What follows belongs to an exercise in optimizing a design on an open flow for small area; a production flow would make more cautious choices.
The RTL was checked by simulation tests, not by an equivalence proof against the original design.
No activity file was given, so power comes from the tool's default toggle rates.

==> flow/design.v (excerpt) <==
module pacmanTop (
  input  logic            clk,
  input  logic            rst,
  input  logic [7:0]      keycode,
  input  logic [5:0]      hostAddr,
  input  logic [15:0]     hostWrData,
  input  logic            hostWe,
  output logic [15:0]     rdData,
  output logic            hsync,
  output logic            vsync,
  output logic [3:0]      rgb,
  output logic            keystrobe
);
For scale: about 3,400 cells after synthesis, ~810 flip-flops, about 30,000 um2 of cells after synthesis.
export LEC_CHECK = 0
export CAP_MARGIN = 20
export CORE_MARGIN = 2
export CORE_UTILIZATION = 50
export CTS_BUF_LIST = sky130_fd_sc_hd__clkbuf_4
export CTS_CLUSTER_DIAMETER = 200
export CTS_CLUSTER_SIZE = 8
export SLEW_MARGIN = 20
export SYNTH_HIERARCHICAL = 1
export SYNTH_MINIMUM_KEEP_SIZE = 0
create_clock -name core_clock -period 10.0 [get_ports {clk}]
standard.sh (not shown) runs the stock make flow with config.mk's settings and CLKGATE_MAP_FILE= SYNTH_SCRIPT=/design/flow/synth_recipe.tcl, a recipe that flattens the netlist after the stock synthesis.
==> flow/flow/run.sh <==
#!/bin/bash
# The standard layout (standard.sh, unchanged synthesis) with one ORFS
# option set: the port buffers use the smallest buffer cell.
set -euo pipefail
export BUFFER_PORTS_ARGS="-buffer_cell sky130_fd_sc_hd__buf_1"
bash standard.sh > standard.log 2>&1
Change:
==> flow/flow/run.sh (replaced) <==
#!/bin/bash
# Standard layout, with the port buffers made from the smallest buffer cell.
cp standard.sh standard_sh.log
export BUFFER_PORTS_ARGS="-buffer_cell sky130_fd_sc_hd__buf_1"
bash standard.sh > standard.log 2>&1
- CORE_UTILIZATION: 50 -> 40
- CTS_BUF_LIST: sky130_fd_sc_hd__clkbuf_4 -> sky130_fd_sc_hd__clkbuf_8
- CTS_CLUSTER_SIZE: 8 -> 12
The new run produced a clean layout.
Wire length goes down by 4.6%.
Design area climbs by 1.7%.
Total power grows by 3.9%.
Worst hold slack is worse by 5.3 ps.
Utilization fell by 9.6 points.
Final cell count grows by about 3.7%.
Synthesized area does not change.
Change:
==> flow/run.sh (new file) <==
#!/bin/bash
# synth_recipe.tcl (not shown) runs the flow's synth.tcl, then flattens the netlist and writes it again
# the make line also repeats each setting of config.mk as NAME=value (left out here)
make -C /OpenROAD-flow-scripts/flow DESIGN_CONFIG=/design/flow/config.mk WORK_HOME=/design/flow/orfs CLKGATE_MAP_FILE= SYNTH_SCRIPT=/design/flow/synth_recipe.tcl finish
- CTS_BUF_LIST: sky130_fd_sc_hd__clkbuf_8 -> default
- CTS_CLUSTER_DIAMETER: 200 -> default
- CTS_CLUSTER_SIZE: 12 -> default
removed: flow/flow/run.sh
removed: flow/standard.sh
- design area grows by 6.0%
- hold slack gets worse by 7.4 ps
- critical path depth stays the same
- final cell count climbs by 1.4%
- clock skew decreases by 7.4 ps
Change:
- CORE_UTILIZATION: 40 -> 65
- CTS_BUF_LIST: default -> sky130_fd_sc_hd__clkbuf_4
- CTS_CLUSTER_DIAMETER: default -> 200
- CTS_CLUSTER_SIZE: default -> 8
Cell area came out lower by 7.4%.
Count of clock-buffer cells in the layout came out lower by 1.
Die area came out lower by about 40%.
Global-route usage came out higher by 14 points.
Clock power came out lower by about 50%.
Hold slack is better by 15 ps.


The RTL this note starts from:
==> flow/design.v <==
package pacPkg;
  typedef enum logic [1:0] {
    rotUp    = 2'd0,
    rotLeft  = 2'd1,
    rotDown  = 2'd2,
    rotRight = 2'd3
  } rotT;
  typedef enum logic [3:0] {
    cBlack  = 4'd0,
    cBlue   = 4'd1,
    cYellow = 4'd6,
    cWhite  = 4'd7
  } colorT;
  typedef enum logic [5:0] {
    aPacX        = 6'd0,
    aPacY        = 6'd1,
    aFrameSync   = 6'd36,
    aPelletX     = 6'd37,
    aPelletY     = 6'd38,
    aPelletClear = 6'd39,
    aPlayerRot   = 6'd49,
    aPelletData  = 6'd51
  } regAddrT;
  typedef struct packed {
    logic [9:0] hpos;
    logic [9:0] vpos;
    logic       hsync;        
    logic       vsync;        
    logic       frameStart;
  } videoPosT;
  typedef struct packed {
    logic [5:0]  addr;
    logic [15:0] wrData;
    logic        we;
  } hostBusT;
  typedef struct packed {
    logic [4:0] pacX;
    logic [4:0] pacY;
    logic [4:0] pelletX;
    logic [4:0] pelletY;
  } spriteRegsT;
  typedef struct packed {
    logic [4:0] x;
    logic [4:0] y;
  } cellT;
endpackage
module pacmanTop (
  input  logic            clk,
  input  logic            rst,
  input  logic [7:0]      keycode,
  input  logic [5:0]      hostAddr,
  input  logic [15:0]     hostWrData,
  input  logic            hostWe,
  output logic [15:0]     rdData,
  output logic            hsync,
  output logic            vsync,
  output logic [3:0]      rgb,
  output logic            keystrobe
);
  logic [9:0] hCnt, vCnt;
  logic       hEnd, vEnd;
  assign hEnd = hCnt == 10'(800 - 1);
  assign vEnd = vCnt == 10'(525 - 1);
  always_ff @(posedge clk) begin
    if (rst) begin
      hCnt <= '0;
      vCnt <= '0;
    end else if (hEnd) begin
      hCnt <= '0;
      vCnt <= vEnd ? '0 : vCnt + 10'd1;
    end else begin
      hCnt <= hCnt + 10'd1;
    end
  end
  logic [4:0] cellX, cellY;
  logic [3:0] offX, offY;
  assign cellX = hCnt[8:4];
  assign cellY = vCnt[8:4];
  assign offX  = hCnt[3:0];
  assign offY  = vCnt[3:0];
  logic [1:0] dir;
  logic       hit;
  logic [1:0] newDir;
  always_comb begin
    hit    = 1'b1;
    newDir = dir;
    case (keycode)
      8'hf7:   newDir = 2'd0;
      8'hf3:   newDir = 2'd2;
      8'he1:   newDir = 2'd1;
      8'he4:   newDir = 2'd3;
      default: hit = 1'b0;
    endcase
  end
  always_ff @(posedge clk) begin
    if (rst) begin
      dir       <= 2'd1;
      keystrobe <= 1'b0;
    end else begin
      keystrobe <= hit;
      if (hit) dir <= newDir;
    end
  end
  logic [4:0] pacX, pacY, pelX, pelY;
  logic       frameSync;
  logic       wrPelX, wrPelY, pelletClear;
  assign wrPelX      = hostWe && hostAddr == 6'd37;
  assign wrPelY      = hostWe && hostAddr == 6'd38;
  assign pelletClear = hostWe && hostAddr == 6'd39 && hostWrData[0];
  always_ff @(posedge clk) begin
    if (rst) begin
      pacX      <= '0;
      pacY      <= '0;
      pelX      <= '0;
      pelY      <= '0;
      frameSync <= 1'b0;
    end else begin
      if (hostWe && hostAddr == 6'd0) pacX <= hostWrData[4:0];
      if (hostWe && hostAddr == 6'd1) pacY <= hostWrData[4:0];
      if (wrPelX) pelX <= hostWrData[4:0];
      if (wrPelY) pelY <= hostWrData[4:0];
      if (hCnt == '0 && vCnt == '0)        frameSync <= 1'b1;
      else if (hostWe && hostAddr == 6'd36) frameSync <= hostWrData[0];
    end
  end
  logic [27:1] clrCol;
  logic [28:1] clrRow;
  always_comb begin
    for (int x = 1; x <= 27; x++) clrCol[x] = pelX == 5'(x);
    for (int y = 1; y <= 28; y++) clrRow[y] = pelletClear && pelY == 5'(y);
  end
  logic       hostPres, hostValid, hostDemand;
  logic [4:0] rdX, rdY;
  logic       portBit;
  logic [27:1] rdCol;
  logic [28:1] rdRow;
  logic [28:1] rowBit;
  assign hostDemand = hostAddr == 6'd51 && !hostValid;
  assign rdX = hostDemand ? pelX : cellX;
  assign rdY = hostDemand ? pelY : cellY;
  always_comb begin
    for (int x = 1; x <= 27; x++) rdCol[x] = rdX == 5'(x);
    for (int y = 1; y <= 28; y++) rdRow[y] = rdY == 5'(y);
  end
  for (genvar y = 1; y <= 28; y++) begin : row
    pelletRow cells (
      .clk    (clk),
      .rstN   (!rst),
      .clrRowN(!clrRow[y]),
      .clrColN(~clrCol),
      .rdCol  (rdCol),
      .hit    (rowBit[y])
    );
  end
  assign portBit = |(rowBit & rdRow);
  logic present, corner;
  assign present = hostValid ? hostPres : portBit;
  assign corner  = (pelX == 5'd2 || pelX == 5'd27) && (pelY == 5'd4 || pelY == 5'd24);
  always_ff @(posedge clk) begin
    if (rst) begin
      hostPres  <= 1'b0;   
      hostValid <= 1'b1;
    end else if (pelletClear) begin
      hostPres  <= 1'b0;
      hostValid <= 1'b1;
    end else if (wrPelX || wrPelY) begin
      hostValid <= 1'b0;
    end else if (hostDemand) begin
      hostPres  <= portBit;
      hostValid <= 1'b1;
    end
  end
  logic renderBit;
  always_ff @(posedge clk) begin
    if (!hostDemand) renderBit <= portBit;
  end
  logic [4:0] rdMux;
  always_comb begin
    case (hostAddr)
      6'd0:    rdMux = pacX;
      6'd1:    rdMux = pacY;
      6'd36:   rdMux = {4'd0, frameSync};
      6'd37:   rdMux = pelX;
      6'd38:   rdMux = pelY;
      6'd49:   rdMux = {3'd0, dir};
      6'd51:   rdMux = {3'd0, present && corner, present};
      default: rdMux = '0;
    endcase
  end
  logic [4:0] rdLow;
  always_ff @(posedge clk) begin
    if (rst) rdLow <= '0;
    else     rdLow <= rdMux;
  end
  assign rdData = {11'd0, rdLow};
  logic inPlay, wall, dotArea, isPac;
  logic [1:0] color;   
  assign inPlay  = hCnt < 448 && vCnt < 480;
  assign wall    = cellX == '0 || cellY == '0 || cellY == 5'd29;
  assign dotArea = offX >= 6 && offX <= 9 &&
                   offY >= 6 && offY <= 9;
  assign isPac   = cellX == pacX && cellY == pacY;
  always_comb begin
    color = 2'd0;
    if (inPlay) begin
      if (isPac)                       color = 2'd2;
      else if (wall)                   color = 2'd1;
      else if (renderBit && dotArea)   color = 2'd3;
    end
  end
  logic [1:0] colorQ;
  always_ff @(posedge clk) begin
    if (rst) begin
      hsync  <= 1'b1;
      vsync  <= 1'b1;
      colorQ <= 2'd0;
    end else begin
      hsync  <= !(hCnt >= 656 && hCnt <= 751);
      vsync  <= !(vCnt >= 490 && vCnt <= 491);
      colorQ <= color;
    end
  end
  assign rgb = {1'b0, colorQ[1], colorQ[1], colorQ[0]};
endmodule
module pelletRow (
  input  logic        clk,
  input  logic        rstN,
  input  logic        clrRowN,
  input  logic [27:1] clrColN,
  input  logic [27:1] rdCol,
  output logic        hit
);
  logic [27:1] bits, nxt;
  always_comb begin
    for (int x = 1; x <= 27; x++)
      nxt[x] = !(rstN && !(bits[x] && (clrRowN || clrColN[x])));
  end
  always_ff @(posedge clk) bits <= nxt;
  logic [8:0] grpN;
  for (genvar g = 0; g < 9; g++) begin : grp
    selectOr3 sel (
      .bits (nxt[3*g+3:3*g+1]),
      .sel  (rdCol[3*g+3:3*g+1]),
      .hitN (grpN[g])
    );
  end
  assign hit = !(&grpN);
endmodule
module selectOr3 (
  input  logic [2:0] bits,
  input  logic [2:0] sel,
  output logic       hitN
);
  assign hitN = !(|(bits & sel));
endmodule
export LEC_CHECK = 0
export CAP_MARGIN = 20
export CORE_MARGIN = 2
export CORE_UTILIZATION = 65
export CTS_BUF_LIST = sky130_fd_sc_hd__clkbuf_4
export CTS_CLUSTER_DIAMETER = 200
export CTS_CLUSTER_SIZE = 8
export SLEW_MARGIN = 20
export SYNTH_HIERARCHICAL = 1
export SYNTH_MINIMUM_KEEP_SIZE = 0
create_clock -name core_clock -period 10.0 [get_ports {clk}]
==> flow/flow/run.sh <==
#!/bin/bash
# The standard layout (standard.sh, unchanged synthesis), with two ORFS
# options set: the port buffers use the smallest buffer cell, and after global
# routing the resizer downsizes gates off the critical paths.
set -euo pipefail
export BUFFER_PORTS_ARGS="-buffer_cell sky130_fd_sc_hd__buf_1"
export RECOVER_POWER=100
bash standard.sh > standard.log 2>&1
The baseline reached the layout checks and failed them: capacitance limit, slew limit.
Change:
==> flow/flow/run.sh (replaced) <==
#!/bin/bash
# The standard layout (standard.sh, unchanged synthesis) with one ORFS
# option set: the port buffers use the smallest buffer cell.
set -euo pipefail
export BUFFER_PORTS_ARGS="-buffer_cell sky130_fd_sc_hd__buf_1"
bash standard.sh > standard.log 2>&1
With this change the flow completed without violations.
Clock-buffer cell count stays the same.
Power barely changes.
Clock skew is higher by 0.0031 ns.
Non-clock buffer count is unchanged.
Wire length stays flat.
Final area is about the same.
Global-route usage is unchanged.
Area after synthesis is unchanged.
Hold slack is about the same.

-- static timing again, ports no longer ideal --
Ports are ideal in the flow. The routed layouts listed here were re-timed in OpenROAD.
Step 1 assumes that a clkbuf_16 drives the clock port and a buf_2 every other input.
Step 2 times the ports against the registers' clock, not the clock port: input delays grow and output delays shrink by t, the midpoint of the rising clock arrivals with the driver on.
a / b / c = ideal / step 1 / step 2; a / b = the first two.
run | shift t [ns] | setup WS [ns] | hold slack, ns | worst register clock-pin slew, ns | worst slew at a driven data input, ns
the first run of note 1 | 0.963 | 2.936 / 2.969 / 2.006 | 0.467 / 0.467 / 0.467 | 0.11 / 0.11 | 0.04
the second run of note 1 | 0.734 | 2.786 / 2.821 / 2.087 | 0.462 / 0.462 / 0.462 | 0.10 / 0.10 | 0.04
the third run of note 1 | 0.687 | 2.418 / 2.460 / 1.773 | 0.454 / 0.454 / 0.454 | 0.07 / 0.07 | 0.03
the fourth run of note 1 | 0.946 | 2.366 / 2.397 / 1.451 | 0.470 / 0.470 / 0.470 | 0.11 / 0.11 | 0.05
the first run of note 2 | 0.962 | 1.466 / 1.504 / 0.542 | 0.466 / 0.466 / 0.466 | 0.11 / 0.11 | 0.04
the second run of note 2 | 0.967 | 2.396 / 2.420 / 1.453 | 0.465 / 0.465 / 0.465 | 0.11 / 0.11 | 0.05
The setup slack of the second run of note 2, which loses most, moves by +0.024 ns with the drivers and by -0.943 ns with both steps.
